What follows belongs to an exercise in optimizing a design on an open flow for small area; a production flow would make more cautious choices. In this exercise RTL edits were held to simulation tests only and were not proved equivalent to the original. Power figures rest on the tool's default switching activity, not on a simulated workload.

File: flow/config.mk
export PLATFORM = sky130hd
export DESIGN_NAME = silent_top
export DESIGN_NICKNAME = silent_top
export VERILOG_FILES = /design/flow/design.v
export SDC_FILE = /design/flow/constraint.sdc
export NUM_CORES = 4
export LEC_CHECK = 0
export CAP_MARGIN = 20
export CORE_MARGIN = 2
export CORE_UTILIZATION = 73
export CTS_CLUSTER_DIAMETER = 75
export CTS_CLUSTER_SIZE = 24
export SLEW_MARGIN = 20
File: flow/constraint.sdc
create_clock -name core_clock -period 6.0 [get_ports {CLK}]
set_input_delay 1.2000 -clock core_clock [delete_from_list [all_inputs] [get_ports {CLK}]]
set_output_delay 1.2000 -clock core_clock [all_outputs]
set_load 0.01 [all_outputs]
File: flow/design.v
`default_nettype none
package silent_array_pkg;
  localparam int num_trans = 32;
  localparam int trans_idx_w = $clog2(num_trans);
  localparam int duty_w = 9;
  localparam int phase_w = 9;
  localparam int step_w = 9;   
endpackage
`default_nettype wire
`default_nettype none
package silent_timing_pkg;
  localparam int pwm_period = 512;
  localparam int half_period = pwm_period / 2;
  localparam int addsub_latency = 2;   
  localparam int calc_w = 11;   
endpackage
`default_nettype wire
`timescale 1ns/1ps
`default_nettype none
module addsub (
  input  logic [8:0] cd,
  input  logic [8:0] cp,
  input  logic [8:0] td,
  input  logic [8:0] tp,
  input  logic [8:0] step,
  output logic [8:0] nd,
  output logic [8:0] np
);
  logic [9:0] dd;
  logic       d_up;
  logic [8:0] d_mag;
  logic [9:0] pd;
  logic [8:0] e;
  logic       p_up;
  logic [8:0] p_mag;
  assign dd    = {1'b0, td} - {1'b0, cd};
  assign d_up  = ~dd[9];
  assign d_mag = d_up ? dd[8:0] : 9'(-dd[8:0]);
  assign nd    = (d_mag > step) ? (d_up ? cd + step : cd - step) : td;
  assign pd    = {1'b0, tp} - {1'b0, cp};
  assign e     = pd[8:0];
  assign p_up  = ~e[8] | (e == 9'd256 && !pd[9]);
  assign p_mag = p_up ? e : 9'(-e);
  assign np    = (p_mag > step) ? (p_up ? cp + step : cp - step) : tp;
endmodule
`default_nettype wire
`timescale 1ns/1ps
`default_nettype none
module target_ram (
  input  logic       CLK,
  input  logic       accept,
  input  logic       wr_en,
  input  logic [4:0] wr_idx,
  input  logic [8:0] wr_duty,
  input  logic [8:0] wr_phase,
  output logic [8:0] tgt_duty,
  output logic [8:0] tgt_phase
);
  logic [17:0] mem  [32];
  logic [17:0] ring [32];
  always_ff @(posedge CLK) begin
    for (int i = 0; i < 32; i++) begin
      if (wr_en && wr_idx == 5'(i)) mem[i] <= (i % 2 == 0) ? ~{wr_duty, wr_phase} : {wr_duty, wr_phase};
      ring[i] <= ~(accept ? mem[i] : ring[(i + 1) % 32]);
    end
  end
  assign tgt_duty  = ~ring[23][17:9];   
  assign tgt_phase = ~ring[23][8:0];
endmodule
`default_nettype wire
`timescale 1ns/1ps
`default_nettype none
module silencer (
  input  logic         CLK,
  input  logic         rst_n,
  input  logic         update,
  input  logic [8:0]   step,
  input  logic [8:0]   tgt_duty,
  input  logic [8:0]   tgt_phase,
  output logic         accept,
  output logic         busy,
  output logic         dout_valid,
  output logic [8:0]   dout_duty,
  output logic [8:0]   dout_phase,
  output logic [287:0] shd_start,
  output logic [287:0] shd_end,
  output logic [31:0]  shd_init,
  output logic         zmode,
  output logic [4:0]   zpos
);
  logic [5:0]  seq;
  logic [8:0]  step_q;
  logic [31:0] dec, rd_sel;
  logic [8:0]  sp, se;
  logic [8:0]  cd, cp;
  logic [8:0]  nd, np;
  logic [8:0]  new_end;
  logic        new_init;
  assign busy       = |seq;
  assign accept     = rst_n && update && !busy;
  assign dout_valid = seq[5];
  always_ff @(posedge CLK) begin
    if (!rst_n)      seq <= '0;
    else if (accept) seq <= 6'd22;
    else if (busy)   seq <= seq + 1'b1;
    if (accept) step_q <= step;
  end
  always_comb begin
    for (int i = 0; i < 32; i++) begin
      dec[i]    = seq[4:0] == 5'(i);
      rd_sel[i] = dec[(i + 30) % 32];
    end
  end
  always_comb begin
    sp = '0;
    se = '0;
    for (int i = 0; i < 32; i++) begin
      sp = sp | ({9{rd_sel[i]}} & shd_start[i*9 +: 9]);
      se = se | ({9{rd_sel[i]}} & shd_end[i*9 +: 9]);
    end
  end
  always_ff @(posedge CLK) begin
    cp         <= zmode ? 9'd0 : sp;   
    cd         <= zmode ? 9'd0 : 9'(se - sp);
    dout_duty  <= nd;
    dout_phase <= np;
  end
  addsub calc (.cd(cd), .cp(cp), .td(tgt_duty), .tp(tgt_phase), .step(step_q),
    .nd(nd), .np(np));
  assign zpos = dout_valid ? seq[4:0] : 5'd0;
  assign new_end  = 9'(dout_phase + dout_duty);
  assign new_init = 9'(-dout_phase) < dout_duty;   
  always_ff @(posedge CLK) begin
    if (!rst_n)                      zmode <= 1'b1;
    else if (dout_valid && dec[31]) zmode <= 1'b0;
    for (int i = 0; i < 32; i++) begin
      if (dout_valid && dec[i]) begin
        shd_start[i*9 +: 9] <= dout_phase;
        shd_end[i*9 +: 9]   <= new_end;
        shd_init[i]         <= new_init;
      end
    end
  end
endmodule
`default_nettype wire
`timescale 1ns/1ps
`default_nettype none
module pwm_array (
  input  logic         CLK,
  input  logic         rst_n,
  input  logic [287:0] shd_start,
  input  logic [287:0] shd_end,
  input  logic [31:0]  shd_init,
  input  logic         zmode,
  input  logic [4:0]   zpos,
  output logic [31:0]  pwm_out
);
  logic [8:0]  act_start [32];
  logic [8:0]  act_end   [32];
  logic [31:0] shd_zero, act_zero;
  logic        azmode;
  logic [4:0]  apos;
  logic [8:0]  cnt, cnt_n;
  logic        cnt_last;
  assign cnt_last = &cnt;
  assign cnt_n    = cnt + 1'b1;
  always_comb begin
    for (int i = 0; i < 32; i++) begin
      shd_zero[i] = zmode && 5'(i) >= zpos;
      act_zero[i] = azmode && 5'(i) >= apos;
    end
  end
  always_ff @(posedge CLK) begin
    if (!rst_n) cnt <= '0;
    else        cnt <= cnt_n;
    if (!rst_n) begin
      azmode <= 1'b1;
      apos   <= '0;
    end else if (cnt_last) begin
      azmode <= zmode;
      apos   <= zpos;
    end
    for (int i = 0; i < 32; i++) begin
      if (cnt_last) begin
        act_start[i] <= shd_start[i*9 +: 9];
        act_end[i]   <= shd_end[i*9 +: 9];
      end
      if (!rst_n)
        pwm_out[i] <= 1'b0;
      else if (cnt_last)
        pwm_out[i] <= shd_init[i] && !shd_zero[i];
      else
        pwm_out[i] <= (pwm_out[i] || (!act_zero[i] && cnt_n == act_start[i]))
                      && cnt_n != act_end[i];
    end
  end
endmodule
`default_nettype wire
`timescale 1ns/1ps
`default_nettype none
module silent_top (
  input  logic        CLK,
  input  logic        rst_n,
  input  logic        update,
  input  logic [8:0]  step,
  input  logic        wr_en,
  input  logic [4:0]  wr_idx,
  input  logic [8:0]  wr_duty,
  input  logic [8:0]  wr_phase,
  output logic        busy,
  output logic        drive_valid,
  output logic [8:0]  drive_duty,
  output logic [8:0]  drive_phase,
  output logic [31:0] pwm_out
);
  logic         accept;
  logic [8:0]   tgt_duty, tgt_phase;
  logic [287:0] shd_start, shd_end;
  logic [31:0]  shd_init;
  logic         zmode;
  logic [4:0]   zpos;
  target_ram target_ram_inst (
    .CLK(CLK), .accept(accept),
    .wr_en(wr_en), .wr_idx(wr_idx), .wr_duty(wr_duty), .wr_phase(wr_phase),
    .tgt_duty(tgt_duty), .tgt_phase(tgt_phase)
  );
  silencer silencer_inst (
    .CLK(CLK), .rst_n(rst_n), .update(update), .step(step),
    .tgt_duty(tgt_duty), .tgt_phase(tgt_phase), .accept(accept), .busy(busy),
    .dout_valid(drive_valid), .dout_duty(drive_duty), .dout_phase(drive_phase),
    .shd_start(shd_start), .shd_end(shd_end), .shd_init(shd_init), .zmode(zmode), .zpos(zpos)
  );
  pwm_array pwm_array_inst (
    .CLK(CLK), .rst_n(rst_n), .shd_start(shd_start), .shd_end(shd_end), .shd_init(shd_init),
    .zmode(zmode), .zpos(zpos), .pwm_out(pwm_out)
  );
endmodule
`default_nettype wire
File: flow/flow/run.sh
#!/bin/bash
# The standard layout (the standard.sh, unchanged synthesis and steps)
# with one change: the buffers buffer_ports puts on every input and output
# port are sky130_fd_sc_hd__buf_1 cells instead of the default choice.
# ORFS writes each step's full log under orfs/logs; the make output goes to
# standard.log in this folder.
set -euo pipefail
here=$(pwd)
export BUFFER_PORTS_ARGS="-buffer_cell sky130_fd_sc_hd__buf_1"
bash "$here/standard.sh" > "$here/standard.log" 2>&1
File: flow/standard.sh
#!/bin/bash
# synth_recipe.tcl (not shown) runs the flow's synth.tcl, then flattens the netlist and writes it again
# the make line also repeats each setting of config.mk as NAME=value (left out here)
make -C /OpenROAD-flow-scripts/flow DESIGN_CONFIG=/design/flow/config.mk WORK_HOME=/design/flow/orfs CLKGATE_MAP_FILE= SYNTH_SCRIPT=/design/flow/synth_recipe.tcl "${@:-finish}"
==> results of run 1 <==
-- path summary, 6_finish.rpt --
path / slack [ns] / to / cells past startpoint
max: -0.07 / silencer_inst.dout_phase[8]$_DFF_P_ / 17
min: 0.41 / target_ram_inst.ring[16][2]$_DFF_P_ / 1
max reg2reg: -0.07 / silencer_inst.dout_phase[8]$_DFF_P_ / 17
min reg2reg: 0.41 / target_ram_inst.ring[16][2]$_DFF_P_ / 1
-- routing by layer --
layer	global-route usage (%)	vias up	part of all wire [%]
met5	0	-	0.022
met4	43.4	12	13
met3	14.5	2243	15
met2	80.9	6993	43
met1	62.7	27501	30
li1	-	20864	-
-- flip-flops by register name (all words and copies together) (netlist names) --
register,cells
silencer_inst.step_q,9
silencer_inst.shd_start,288
pwm_array_inst.apos,5
pwm_array_inst.act_end,288
pwm_array_inst.pwm_out,32
pwm_array_inst.azmode,1
silencer_inst.cp,9
silencer_inst.shd_init,32
silencer_inst.cd,9
silencer_inst.shd_end,288
pwm_array_inst.act_start,288
silencer_inst.dout_phase,9
target_ram_inst.mem,576
target_ram_inst.ring,576
pwm_array_inst.cnt,9
silencer_inst.zmode,1
silencer_inst.dout_duty,9
silencer_inst.seq,6
-- Yosys cell counts (9+ instances only) --
library cell	count	area (µm²)
sky130_fd_sc_hd__a41oi_1	24	210
sky130_fd_sc_hd__nand4_1	66	413
sky130_fd_sc_hd__a21oi_1	58	290
sky130_fd_sc_hd__inv_1	96	360
sky130_fd_sc_hd__o41ai_1	18	158
sky130_fd_sc_hd__buf_2	62	310
sky130_fd_sc_hd__a31oi_1	18	113
sky130_fd_sc_hd__a221oi_1	35	307
sky130_fd_sc_hd__xnor2_1	358	3140
sky130_fd_sc_hd__nand2b_1	28	175
sky130_fd_sc_hd__o22ai_1	14	87.6
sky130_fd_sc_hd__o211ai_1	9	67.6
sky130_fd_sc_hd__a222oi_1	24	240
sky130_fd_sc_hd__dfxtp_1	666	13300
sky130_fd_sc_hd__a22o_1	47	412
sky130_fd_sc_hd__nand2_1	116	435
sky130_fd_sc_hd__o21ai_0	106	531
sky130_fd_sc_hd__a21o_1	16	120
sky130_fd_sc_hd__ha_1	89	1110
sky130_fd_sc_hd__nand3_1	76	380
sky130_fd_sc_hd__or3_1	9	56.3
sky130_fd_sc_hd__mux2i_1	601	6020
sky130_fd_sc_hd__xor2_1	263	2300
sky130_fd_sc_hd__a22oi_1	120	901
sky130_fd_sc_hd__nor2_1	127	477
sky130_fd_sc_hd__o2111ai_1	14	123
sky130_fd_sc_hd__and3_1	29	181
sky130_fd_sc_hd__nor4_1	59	369
sky130_fd_sc_hd__nor3_1	37	185
sky130_fd_sc_hd__o221ai_1	10	87.6
sky130_fd_sc_hd__buf_4	88	661
sky130_fd_sc_hd__nor2b_1	30	188
sky130_fd_sc_hd__o21a_1	14	105
sky130_fd_sc_hd__a21boi_0	12	90.1
sky130_fd_sc_hd__mux2_2	22	248
sky130_fd_sc_hd__and2_1	27	169
sky130_fd_sc_hd__clkbuf_1	78	293
sky130_fd_sc_hd__a32oi_1	22	193
sky130_fd_sc_hd__edfxtp_1	1769	53100
sky130_fd_sc_hd__a2111oi_0	23	201
-- power by group through the flow --
stage	clock network, W	logic (W)	registers, W
after floorplan	0	0.00597	0.0228
after global placement	0	0.0104	0.0232
after detailed placement	0	0.0109	0.0233
after CTS	0.00942	0.0114	0.0232
after global routing	0.0101	0.0124	0.0234
final	0.00976	0.0123	0.0235
-- area by class of cell --
type	count	area [µm²]	share of cell area (%)
Antenna cell	32	80.1	0.0826
Clock inverter	18	362	0.373
Clock buffer	205	3370	3.48
Inverter	98	375	0.387
Tap cell	1625	2030	2.10
Sequential cell	2435	66500	68.6
Multi-Input combinational cell	2646	22000	22.7
Timing Repair Buffer	318	2250	2.32
-- cells by family (layout without fill, tap and decap cells) --
kind of cell | Yosys count | count (layout)
simple gates | 657 | 657
xor+xnor | 626 | 626
mux | 625 | 625
buf+inv | 342 | 639
other cells | 0 | 32
fa+ha+maj | 95 | 95
flops | 2435 | 2435
compound gates | 643 | 643
-- stage by stage --
stage	instance area, µm²	instances	utilization, %	setup WS [ns]	hold WS, ns
finish	96900	7377	79.6	-0.0694	0.406
global route	96800	7346	79.5	-0.0139	0.417
CTS	96700	7345	79.4	0.782	0.396
detailed placement	93000	7122	76.4	0.829	0.392
global placement	92900	7121	76.3	0.968	0.388
floorplan	89700	5423	-	-0.0558	0.387
-- worst register-to-register path, stage by stage (launching register included) --
cell                       delay, ns
sky130_fd_sc_hd__dfxtp_1        0.47
sky130_fd_sc_hd__inv_1          0.09
sky130_fd_sc_hd__ha_1           0.36
sky130_fd_sc_hd__o21ai_0        0.74
sky130_fd_sc_hd__a211oi_1       0.16
sky130_fd_sc_hd__a211oi_2       0.39
sky130_fd_sc_hd__a21boi_0       0.65
sky130_fd_sc_hd__a41oi_4        0.49
sky130_fd_sc_hd__nand2_1        0.27
sky130_fd_sc_hd__o21ai_0        0.22
sky130_fd_sc_hd__fa_1           0.53
sky130_fd_sc_hd__a21o_1         0.23
sky130_fd_sc_hd__a211oi_1       0.35
sky130_fd_sc_hd__nor2_1         0.12
sky130_fd_sc_hd__o41ai_1        0.41
sky130_fd_sc_hd__xnor2_1        0.21
sky130_fd_sc_hd__nand3_1        0.11
sky130_fd_sc_hd__a31oi_1        0.19
==> out/results.txt, run 1 <==
The die covers 126000 µm². The number of pins with negative max-slew slack in the final report came out at 0. For this design, the sink count on the clock tree is 2435. The critical path starts at target_ram_inst.ring[23][2]$_DFF_P_. In the global route stage, overall resource usage came out at 52.7%.

Row generation in the floorplan step produced 128 rows. A clean result was blocked by setup timing. In the synthesized netlist, mux cells make up 7.03% of the area. Measured along the x axis, the die boundary spans 354 µm.

Of the total synthesized cell area, the portion taken by full adders, half adders and majority gates is 1.38%. For the placed wire-length estimate, the log shows 216 mm. The summed negative setup slack over all endpoints was -0.0847 ns. The detailed router's first-iteration violation count is 11.5k, and the fraction of layout cells with a size suffix above 1 is 9.20%. The post-synthesis cell type count was 93. The internal power of the cells totals 0.0294 W. The library cell used most frequently in the layout, excluding fill and tap cells, is sky130_fd_sc_hd__edfxtp_1. The CTS clock-pin slew for the worst setup and hold paths is 0.12 ns, and the largest net degree at the start of global routing is 174.

The number of buffers and inverters on the critical path works out to 1. The tools report the wire length of the first global-routing pass as 447 mm. The minimum clock period after layout is 6.07 ns. Slowest stage cell on the critical path: sky130_fd_sc_hd__o21ai_0.

The critical path is of the reg2reg type. Of all nets on the critical path, the largest fanout is 15. The count of antenna-violating nets left after detailed routing is 0.

STA puts the critical path data arrival time at 6.75 ns. The count of final hold-check violations was 0; the static leakage was 31.6 nW. Each instance of the synthesized netlist takes up on average 16.5 µm². Net switching is 35.7% of the power. Largest delay contributor family on the critical path: compound AO/OA/AOI/OAI gates. The tightest min-delay check is of the reg2reg type.

For the number of buffers on the longest clock path, the log shows 3. The final worst setup slack was -0.0694 ns; the total clock buffers created by CTS was 118. Startpoint of the most critical register-to-register path: target_ram_inst.ring[23][2]$_DFF_P_.

The core region is 122000 µm². The final routed DRC violation total came out at 0. The tools report the critical path endpoint category as a register. In this run, synthesis inferred 1769 flip-flops with an integrated enable.

The share of total power dissipated in combinational logic is 27.1%. The number of gates resized after CTS was 0. The worst path uses 101% of the clock period. The chip height was 354 µm. Static timing analysis puts the maximum clock frequency at 165 MHz.

At the end of the flow, the number of nets in the layout was 5748. For the clock skew, the log shows 0.0725 ns. Of the total synthesized cell area, the portion taken by AND, OR, NAND and NOR gates is 3.89%. The routed layout has 57.6k vias.

The tools report the count of fill cells added during filler insertion as 5542. The dominant combinational cell family by area after synthesis is multiplexers. Traced cell by cell, the critical path runs through inv_1 -> ha_1 -> o21ai_0 -> a211oi_1 -> a211oi_2 -> a21boi_0 -> a41oi_4 -> nand2_1 -> o21ai_0 -> fa_1 -> a21o_1 -> a211oi_1 -> nor2_1 -> o41ai_1 -> xnor2_1 -> nand3_1 -> a31oi_1. Area added between synthesis and finish: 8.17%. Sequential cells were found to cover 74.2% of the synthesized design area.

The flow ran to the end, but the layout failed its checks. The slew at the pin closest to its max-slew limit was 1.37 ns. After Yosys synthesis, XOR and XNOR cells account for 6.20% of the synthesized area. The count of buffers added on input and output ports is 87. For the mapped cell area, the log shows 89600 µm². Vias per cell: 7.81.

IR analysis of the VDD net gives a maximum drop of 1.25 mV. After detailed routing, the average wire length per cell comes to 47.0 µm. TritonCTS built the clock tree.

The net switching power of the design came out at 0.0163 W. When the netlist entered floorplanning its net count stood at 5554. Area fraction in compound gates after synthesis: 5.33%. Leaving out fill and tap cells, the most frequent cells in the layout are sky130_fd_sc_hd__edfxtp_1, sky130_fd_sc_hd__dfxtp_1, sky130_fd_sc_hd__mux2i_1.

The H-tree was split into 3 levels. The kind of launch point of the worst setup path is a register. The total congestion overflow is 0.

For this design the ratio of total power to cell area is 471 nW/µm². In the synthesized netlist, the number of instances is 5423. Setup violations remaining at the end of the flow were counted as 2.

The total of hold buffers inserted after clock tree synthesis was 0. The tree is rooted in a sky130_fd_sc_hd__clkbuf_16. The number of storage elements in the synthesis netlist is 2435, and the overall power is 0.0456 W. The logs give 54.2k for the number of global-route vias before repair and 0 for the count of max-cap constraint violations. The later pin in the worst-skew pair is clocked with a latency of 0.81 ns. Data on the critical path is required at its endpoint by 6.68 ns. 88 I/O pins were placed. The routed design has 347 mm of wire. The initial utilization of the core area, before any placement, comes to 73.6%.

The Yosys step of the flow raised 7 warnings. The tools report the startpoint of the most critical hold path as target_ram_inst.ring[17][2]$_DFF_P_. The congestion estimate from routability-driven global placement came to 1.08. The number of antenna violations at the first check in global routing is 25, and the iteration count of the initial detailed-routing pass is 21. The async set or reset register ratio after synthesis is 0%. In this run, the clock network consumes 21.4% of the power. The tools report the sequential share of power as 51.5%. In this design, the stage delay of the slowest critical-path cell is 0.74 ns. After clock tree synthesis, the setup repair step added 0 buffers. Headroom to the max-slew limit came out at 5.86%. In the synthesized netlist the dominant register cell turns out to be sky130_fd_sc_hd__edfxtp_1.
==> run 2: changes to the inputs <==
==> flow/flow/run.sh (replaced) <==
#!/bin/bash
# The standard layout (the standard.sh, unchanged synthesis and steps)
# with two changes: the buffers buffer_ports puts on every input and output
# port are sky130_fd_sc_hd__buf_1 cells instead of the default choice, and
# before detailed placement flow/recover.tcl sizes down cells on paths that
# have slack to spare. ORFS writes each step's full log under orfs/logs;
# the make output goes to standard.log in this folder.
set -euo pipefail
here=$(pwd)
export BUFFER_PORTS_ARGS="-buffer_cell sky130_fd_sc_hd__buf_1"
export PRE_DETAIL_PLACE_TCL="$here/flow/recover.tcl"
bash "$here/standard.sh" > "$here/standard.log" 2>&1
==> flow/flow/recover.tcl (new file) <==
# Runs inside ORFS's detailed placement step, before detailed placement:
# size down cells on paths with positive setup slack
estimate_parasitics -placement
report_design_area
repair_timing -recover_power 100 -verbose
report_design_area
report_worst_slack
--- a/flow/config.mk
+++ b/flow/config.mk
@@ -7,7 +7,7 @@
 export LEC_CHECK = 0
 export CAP_MARGIN = 20
 export CORE_MARGIN = 2
-export CORE_UTILIZATION = 73
-export CTS_CLUSTER_DIAMETER = 75
-export CTS_CLUSTER_SIZE = 24
+export CORE_UTILIZATION = 70
+export CTS_CLUSTER_DIAMETER = 80
+export CTS_CLUSTER_SIZE = 26
 export SLEW_MARGIN = 20
==> out/results.txt, run 2 <==
The largest net degree at the start of global routing came out at 167 (was 174). The number of storage elements in the synthesis netlist works out to 2435 (unchanged). The flow ran to the end and the layout has no timing, DRC or antenna violations.

Final routed DRC violation total: 0 (unchanged). The critical path class was reg2reg (unchanged). Most instantiated cells after synthesis: sky130_fd_sc_hd__edfxtp_1, sky130_fd_sc_hd__dfxtp_1, sky130_fd_sc_hd__mux2i_1, sky130_fd_sc_hd__xnor2_1, sky130_fd_sc_hd__xor2_1 (unchanged).

For the sequential area share after synthesis, the log shows 74.2% (unchanged). The maximum vdd drop was 0.946 mV (was 1.25 mV). The tools report the sequential share of power as 53.2% (was 51.5%). Total die area: 131000 µm² (was 126000 µm²). The net switching power of the design was 0.0147 W (was 0.0163 W); the upper clock frequency limit was 188 MHz (was 165 MHz). The post-synthesis cell type count came out at 93 (unchanged). For the final worst setup slack, the log shows 0.689 ns (was -0.0694 ns).

TritonCTS built the clock tree. The run gives 127000 µm² (was 122000 µm²) as the core outline area. The final wirelength is 317 mm (was 347 mm). The clock latency at the later pin of the worst-skew pair came out at 0.81 ns (about the same).

The CTS clock-pin slew for the worst setup and hold paths was 0.11 ns (was 0.12 ns). X dimension of the die: 362 µm (was 354 µm). The logs give 16.5% (was 5.86%) for the relative slew slack and 6 (was 21) for the iteration count of the initial detailed-routing pass. Number of synthesis warnings: 7 (unchanged). The tools report the worst slack after detailed placement as 0.369 ns (was 0.829 ns). The async set or reset register ratio after synthesis was 0% (unchanged); the count of fill cells added during filler insertion was 6647 (was 5542). The number of buffer cells added on primary ports is 87 (unchanged). The startpoint of the most critical register-to-register path was silencer_inst.seq[0]$_SDFFE_PP0N_ (was target_ram_inst.ring[23][2]$_DFF_P_). The cell area power density works out to 452 nW/µm² (was 471 nW/µm²). The predominant post-synthesis flop cell was sky130_fd_sc_hd__edfxtp_1 (unchanged). The number of enable-type register cells in the synthesized netlist is 1769 (unchanged), and the share of the synthesized area in the top cell type is 59.3% (unchanged). The starting utilization of the core area was 70.3% (was 73.6%).

The first element of the critical path is silencer_inst.seq[0]$_SDFFE_PP0N_ (was target_ram_inst.ring[23][2]$_DFF_P_). Leading area contributor after synthesis: sky130_fd_sc_hd__edfxtp_1 (unchanged). The root cell of the clock tree was sky130_fd_sc_hd__clkbuf_16 (unchanged). Startpoint of the most critical hold path: target_ram_inst.ring[5][10]$_DFF_P_ (was target_ram_inst.ring[17][2]$_DFF_P_). Largest registers ranked by flip-flop count: target_ram_inst.mem: 576 flops, target_ram_inst.ring: 576 flops (unchanged). The type of the most critical hold path was reg2reg (unchanged).

For the total of hold buffers inserted after clock tree synthesis, the log shows 0 (unchanged). The tools report the number of buffers on the longest clock path as 3 (unchanged). The fraction of layout cells with a size suffix above 1 was 8.65% (was 9.20%); the minimum clock period after layout was 5.31 ns (was 6.07 ns). The run gives 51.1k (was 54.2k) as the number of global-route vias before repair. The tools report the area taken by multi-input logic gates as 21900 µm² (was 22000 µm²). The run gives 0 (unchanged) as the count of antenna-violating nets left after detailed routing.

The count of max-cap constraint violations is 0 (unchanged), and the fraction of power consumed by the clock network is 20.7% (was 21.4%). Synthesized area divided by synthesized cell count: 16.5 µm² (unchanged). The post-route clock period utilization came out at 88.5% (was 101%). The total of cells resized after clock tree synthesis is 0 (unchanged), and the post-CTS setup-driven buffer insertion count is 0 (unchanged). The data required time of the worst path is 6.60 ns (was 6.68 ns), and the number of cell rows is 131 (was 128). The final design utilization came out at 76.0% (was 79.6%).

Critical path endpoint category: a register (unchanged). The tools report the wire length of the first global-routing pass as 419 mm (was 447 mm). The weighted congestion reported at the end of routability-driven placement came out at 1.09 (was 1.08). The tools report the internal power of the cells as 0.0291 W (was 0.0294 W). The area of all placed cells without fillers is 96700 µm² (was 96900 µm²), and the per-cell routed wire length is 42.7 µm (was 47.0 µm). The logs give 21 (was 25) for the number of antenna violations at the first check in global routing and 5781 (was 5748) for the final net count.

The run gives 0 (unchanged) as the count of final hold-check violations. The run gives 26.1% (was 27.1%) as the share of power burned in combinational logic. Area added between synthesis and finish: 8.00% (was 8.17%).

The peak fanout along the critical path came out at 76 (was 15). The tools report the number of clock sinks seen by CTS as 2435 (unchanged). The tools report the placed wire-length estimate as 209 mm (was 216 mm). Kind of launch point of the worst setup path: a register (unchanged).

Most numerous cell in the Yosys netlist: sky130_fd_sc_hd__edfxtp_1 (unchanged). For the number of I/O pins, the log shows 88 (unchanged). Synth top area cells: sky130_fd_sc_hd__edfxtp_1, sky130_fd_sc_hd__dfxtp_1, sky130_fd_sc_hd__mux2i_1 (unchanged). The logs give 0 (unchanged) for the number of pins with negative max-slew slack in the final report and 0.411 ns (was 0.406 ns) for the final hold slack. The tools report the detailed router's first-iteration violation count as 8936 (was 11.5k). The chip height came out at 362 µm (was 354 µm). Most used cells in the layout excluding fill and tap cells: sky130_fd_sc_hd__edfxtp_1, sky130_fd_sc_hd__dfxtp_1, sky130_fd_sc_hd__mux2i_1 (unchanged). The slew at the pin closest to its max-slew limit was 1.25 ns (was 1.37 ns). Setup repair after global routing left no endpoint under its margin. The tools report the clock skew as 0.0619 ns (was 0.0725 ns). The total number of vias was 53.6k (was 57.6k).

The H-tree depth reported by CTS is 3 (unchanged). The sequential cell area in the final layout is 66500 µm² (unchanged), and the switching share of total power is 33.5% (was 35.7%). The most common cell after layout, fill and taps aside is sky130_fd_sc_hd__edfxtp_1 (unchanged). The logs give 47.2% (was 52.7%) for the overall global routing resource usage and 5.91 ns (was 6.75 ns) for the arrival time at the worst endpoint.

For the mapped cell area, the log shows 89600 µm² (unchanged). The logs give 0 (unchanged) for the total congestion overflow and 5554 (unchanged) for the total nets after synthesis. The cell count after synthesis was 5423 (unchanged); the static leakage was 31.5 nW (was 31.6 nW).

The vias per cell works out to 7.23 (was 7.81). The tools report the total cell area at the placement stage as 92700 µm² (was 93000 µm²). The total clock buffers created by CTS was 109 (was 118). For the final-report setup violation count, the log shows 0 (was 2).
[run 2: path summary, 6_finish.rpt]
path	endpoint	slack (ns)	depth (start not counted)
setup / recovery	target_ram_inst.ring[15][6]$_DFF_P_	0.69	10
hold / removal	target_ram_inst.ring[4][10]$_DFF_P_	0.41	1
setup reg to reg	target_ram_inst.ring[15][6]$_DFF_P_	0.69	10
hold reg to reg	target_ram_inst.ring[4][10]$_DFF_P_	0.41	1
[run 2: area by class of cell]
| cell class | instances | area share [%] |
|---|---|---|
| multi-input cells | 2646 | 22.6 |
| flip-flops and latches | 2435 | 68.7 |
| repair buffers | 360 | 2.57 |
| well taps | 1662 | 2.15 |
| inverters | 98 | 0.388 |
| clock buffers | 185 | 3.14 |
| diodes | 11 | 0.0285 |
| clock inverters | 19 | 0.424 |
[run 2: stage by stage]
step / setup TNS (ns) / cells / total power [W]
final: 0 / 7416 / 0.0437
after global routing: 0 / 7405 / 0.0446
after CTS: 0 / 7384 / 0.0429
after detailed placement: 0 / 7180 / 0.0339
after global placement: 0 / 7180 / 0.0335
after floorplan: -0.789 / 5423 / 0.0288
[run 2: per-layer routing]
metal  global-route usage, %  wire [µm]  vias up
met5                       0        158        -
met4                    33.2      31000       24
met3                    10.1      37700     1206
met2                    74.1     144000     4816
met1                    59.3     104000    26694
li1                        -          -    20887
[run 2: cells by family after synthesis]
family          Yosys count  share of synthesized area (%)
flops                  2435                           74.2
buf+inv                 342                           1.97
compound gates          643                           5.33
mux                     625                           7.03
fa+ha+maj                95                           1.38
simple gates            657                           3.89
xor+xnor                626                           6.20
[run 2: power by group through the flow]
stage / clock (W) / sequential, W / combinational [W]
2_1_floorplan: 0 / 0.0228 / 0.00597
3_3_place_gp: 0 / 0.0231 / 0.0103
3_5_place_dp: 0 / 0.0233 / 0.0105
4_1_cts: 0.00892 / 0.0232 / 0.0108
5_1_grt: 0.00947 / 0.0233 / 0.0118
6_report: 0.00906 / 0.0233 / 0.0114
[run 2: worst max-delay path, cell delays in order (launching register included)]
cell	delay [ns]
sky130_fd_sc_hd__dfxtp_1	0.32
sky130_fd_sc_hd__inv_1	0.18
sky130_fd_sc_hd__ha_1	0.67
sky130_fd_sc_hd__nand2b_1	0.20
sky130_fd_sc_hd__nor3_1	0.18
sky130_fd_sc_hd__clkbuf_1	0.33
sky130_fd_sc_hd__nand3_1	0.65
sky130_fd_sc_hd__inv_8	0.75
sky130_fd_sc_hd__buf_12	0.31
sky130_fd_sc_hd__clkbuf_1	0.67
sky130_fd_sc_hd__mux2i_1	0.79

==> port drivers added, routing unchanged <==
The flow's constraints put no driver on any port. The routed layouts listed below were extracted and timed again, unchanged, in two steps.
Step 1, drivers: a clkbuf_16 drives CLK and a buf_2 each remaining input, both assumed.
Step 2 also shifts input and output timing later by t, the mid clock arrival at the registers, as if the neighbouring blocks saw the same clock.
Slacks: ideal ports / drivers / drivers and shift; pairs: ideal ports / drivers.
run	t, ns	setup WS [ns]	latest minus earliest clock arrival (ns)
run 1	0.861	-0.069 / -0.069 / -0.069	0.079 / 0.080
run 2	0.867	0.689 / 0.689 / 0.689	0.066 / 0.066
